This design comes from an exercise in tuning for small area and a short achievable clock period on the open sky130 flow, not from production work. The RTL was checked by simulation tests, not by an equivalence proof against the original design. Power figures rest on the tool's default switching activity, not on a simulated workload.

Design motion_command_word_parser_core, start of the top module:
module motion_command_word_parser_core (
    input  logic        aclk,
    input  logic        aresetn,
    input  logic        s_valid,
    output logic        s_ready,
    input  logic [7:0]  s_rx_byte,
    output logic        m_valid,
    input  logic        m_ready,
    output logic [2:0]  m_status,
    output logic [1:0]  m_error_axis,
    output logic [16:0] m_x_mils,
    output logic [16:0] m_y_mils,
    output logic [16:0] m_z_mils,
    input  logic        cfg_valid,
    output logic        cfg_ready,
    input  logic [2:0]  cfg_index,
    input  logic [16:0] cfg_data
);
    logic [2:0][16:0] limit_reg;
    logic [2:0][16:0] hold_reg;
    logic [71:0] st;           
    logic [2:0][16:0] val_n;     
    logic [1:0]  lw;           
    logic        sel_act;      
    logic [1:0]  sel_ax;       
    logic [2:0]  idx;          
    logic        discard;
    logic        mv;
    logic [2:0]  status_reg;
    logic [1:0]  axis_reg;
    logic [7:0] b;
    logic [7:0] bu;
    logic is_cr, is_etx, is_sp, is_letter, is_f, is_char, is_dot;
    logic [3:0] code;
    logic accept, act, finish, err_any, wr;
    assign b  = s_rx_byte;
    assign bu = b & 8'hDF;
    always_comb begin
        is_cr     = (b == 8'h0D);
        is_etx    = (b == 8'h03);
        is_sp     = (b == 8'h20);
        is_f      = (bu == 8'h46);
        is_letter = (bu == 8'h58) || (bu == 8'h59) || (bu == 8'h5A) || is_f;
        is_dot    = (b == 8'h2E);
        is_char   = ((b >= 8'h30) && (b <= 8'h39)) || is_dot;
        code      = is_dot ? mcwp_pkg::CODE_DOT : b[3:0];
    end
    assign s_ready   = !mv || m_ready;
    assign cfg_ready = 1'b1;
    assign accept    = s_valid && s_ready;
    assign act       = accept && !discard;
    assign finish    = act && is_cr;
  ...
==> flow/config.mk <==
export PLATFORM = sky130hd
export DESIGN_NAME = motion_command_word_parser_core
export DESIGN_NICKNAME = motion_command_word_parser_core
export VERILOG_FILES = /design/flow/design.v
export SDC_FILE = /design/flow/constraint.sdc
export NUM_CORES = 4
export LEC_CHECK = 0
export ABC_AREA = 1
export ABC_CLOCK_PERIOD_IN_PS = 4500
export CAP_MARGIN = 20
export CORE_MARGIN = 2
export CORE_UTILIZATION = 40
export CTS_CLUSTER_DIAMETER = 100
export CTS_CLUSTER_SIZE = 36
export SETUP_SLACK_MARGIN = 5
export SLEW_MARGIN = 20
==> flow/constraint.sdc <==
create_clock -name core_clock -period 10.0 [get_ports {aclk}]
set_input_delay 2.0000 -clock core_clock [delete_from_list [all_inputs] [get_ports {aclk}]]
set_output_delay 2.0000 -clock core_clock [all_outputs]
set_load 0.01 [all_outputs]
standard.sh (not shown) runs the stock make flow with config.mk's settings and CLKGATE_MAP_FILE= SYNTH_SCRIPT=/design/flow/synth_recipe.tcl, a recipe that flattens the netlist after the stock synthesis.
==> flow/flow/run.sh <==
#!/bin/bash
# Layout flow: the standard flow (standard synthesis unchanged), with the
# port buffers made from plain buffers instead of delay buffers, the resizer
# allowed to pick any drive strength (not only cells of the same footprint),
# and a larger setup margin for timing repair. Each step's full output is in
# orfs/logs; make's own output is in make_finish.log here.
set -euo pipefail
bash standard.sh \
    "BUFFER_PORTS_ARGS=-buffer_cell sky130_fd_sc_hd__buf_1" \
    MATCH_CELL_FOOTPRINT=0 \
    SETUP_SLACK_MARGIN=5.6 \
    finish > make_finish.log 2>&1
Edit:
- CTS_CLUSTER_DIAMETER: 100 -> 120
- CTS_CLUSTER_SIZE: 36 -> 30
Outcome: Routed wire length is about the same. Total power falls slightly. Register-to-register slack hardly moves. Die area does not change. Via count barely changes. Hold slack stays flat. Clock-buffer cell count rises by 4. Combinational power stays flat. Non-clock buffer count falls by 1. Clock power falls by a few percent.


motion_command_word_parser_core again, from the RTL that the note above started with.
export LEC_CHECK = 0
export ABC_CLOCK_PERIOD_IN_PS = 4500
export CAP_MARGIN = 20
export CORE_MARGIN = 2
export CORE_UTILIZATION = 40
export CTS_CLUSTER_DIAMETER = 120
export CTS_CLUSTER_SIZE = 30
export SETUP_SLACK_MARGIN = 5
export SLEW_MARGIN = 20
create_clock -name core_clock -period 10.0 [get_ports {aclk}]
Scripts as last shown in full above: flow/flow/run.sh
Then changed:
--- a/flow/flow/run.sh
+++ b/flow/flow/run.sh
@@ -10,3 +10,3 @@
     MATCH_CELL_FOOTPRINT=0 \
-    SETUP_SLACK_MARGIN=5.6 \
+    SETUP_SLACK_MARGIN=5.75 \
     finish > make_finish.log 2>&1
Settings changed: ABC_AREA from default to 1.
Non-clock buffer count rises by 13. Setup slack gets better by 53 ps. Global-route usage goes up by 0.11 points. Combinational power goes down by about 18%. Sequential share of layout area went down by 0.20 points. Sequential cell count does not change. Sequential power came out lower by about 6%. Power goes down by 11%. Utilization rises by 1.2 points. Maximum frequency increases by 1.2%.


motion_command_word_parser_core, a different RTL version from the one above (not shown whole).
For scale: about 1,400 cells after synthesis, about 92 I/O pins.
export LEC_CHECK = 0
export ABC_AREA = 1
export ABC_CLOCK_PERIOD_IN_PS = 4500
export CAP_MARGIN = 20
export CORE_MARGIN = 2
export CORE_UTILIZATION = 40
export CTS_CLUSTER_DIAMETER = 120
export CTS_CLUSTER_SIZE = 27
export SETUP_SLACK_MARGIN = 5
export SLEW_MARGIN = 20
create_clock -name core_clock -period 10.0 [get_ports {aclk}]
==> flow/flow/run.sh <==
#!/bin/bash
# Layout flow: the standard flow (standard synthesis unchanged), with the
# port buffers made from plain buffers instead of delay buffers, the resizer
# allowed to pick any drive strength (not only cells of the same footprint),
# and a larger setup margin for timing repair. Each step's full output is in
# orfs/logs; make's own output is in make_finish.log here.
set -euo pipefail
bash standard.sh \
    "BUFFER_PORTS_ARGS=-buffer_cell sky130_fd_sc_hd__buf_1" \
    MATCH_CELL_FOOTPRINT=0 \
    SETUP_SLACK_MARGIN=5.6 \
    finish > make_finish.log 2>&1
The baseline produced a clean layout.
Then changed:
- CTS_CLUSTER_SIZE: 27 -> 30
- clock power shrinks by a few percent
- non-clock buffer count decreases by 1
- sequential power hardly moves
- total power hardly moves
- worst setup slack is about the same
- synthesized area does not change
- wire length increases slightly
- register-to-register slack gets worse by 30 ps
- design area hardly moves

-- what the ideal ports hide --
How much do the figures lean on ideal ports? The routed layouts below were timed once more, with nothing changed but the port constraints.
Step 1, drivers: a clkbuf_16 drives aclk and a buf_2 each remaining input, both assumed.
Step 2 times the ports against the registers' clock, not the clock port: input delays grow and output delays shrink by t, the midpoint of the rising clock arrivals with the driver on.
Three values: ideal, step 1, step 2; two values: the first two.
run | shift t [ns] | setup slack, ns | latest minus earliest clock arrival (ns)
the first run of note 1 | 0.532 | 5.619 / 5.600 / 5.341 | 0.018 / 0.018
the second run of note 1 | 0.536 | 5.619 / 5.600 / 5.321 | 0.025 / 0.025
the first run of note 2 | 0.536 | 5.573 / 5.540 / 5.131 | 0.034 / 0.035
the second run of note 2 | 0.532 | 5.625 / 5.603 / 5.489 | 0.019 / 0.019
the first run of note 3 | 0.540 | 5.625 / 5.604 / 5.227 | 0.038 / 0.038
the second run of note 3 | 0.541 | 5.624 / 5.602 / 5.255 | 0.029 / 0.030
After both steps setup and hold are still met in every run listed. For the first run of note 2, which loses most, drivers alone change the setup slack by -0.033 ns; drivers and shift together by -0.442 ns.
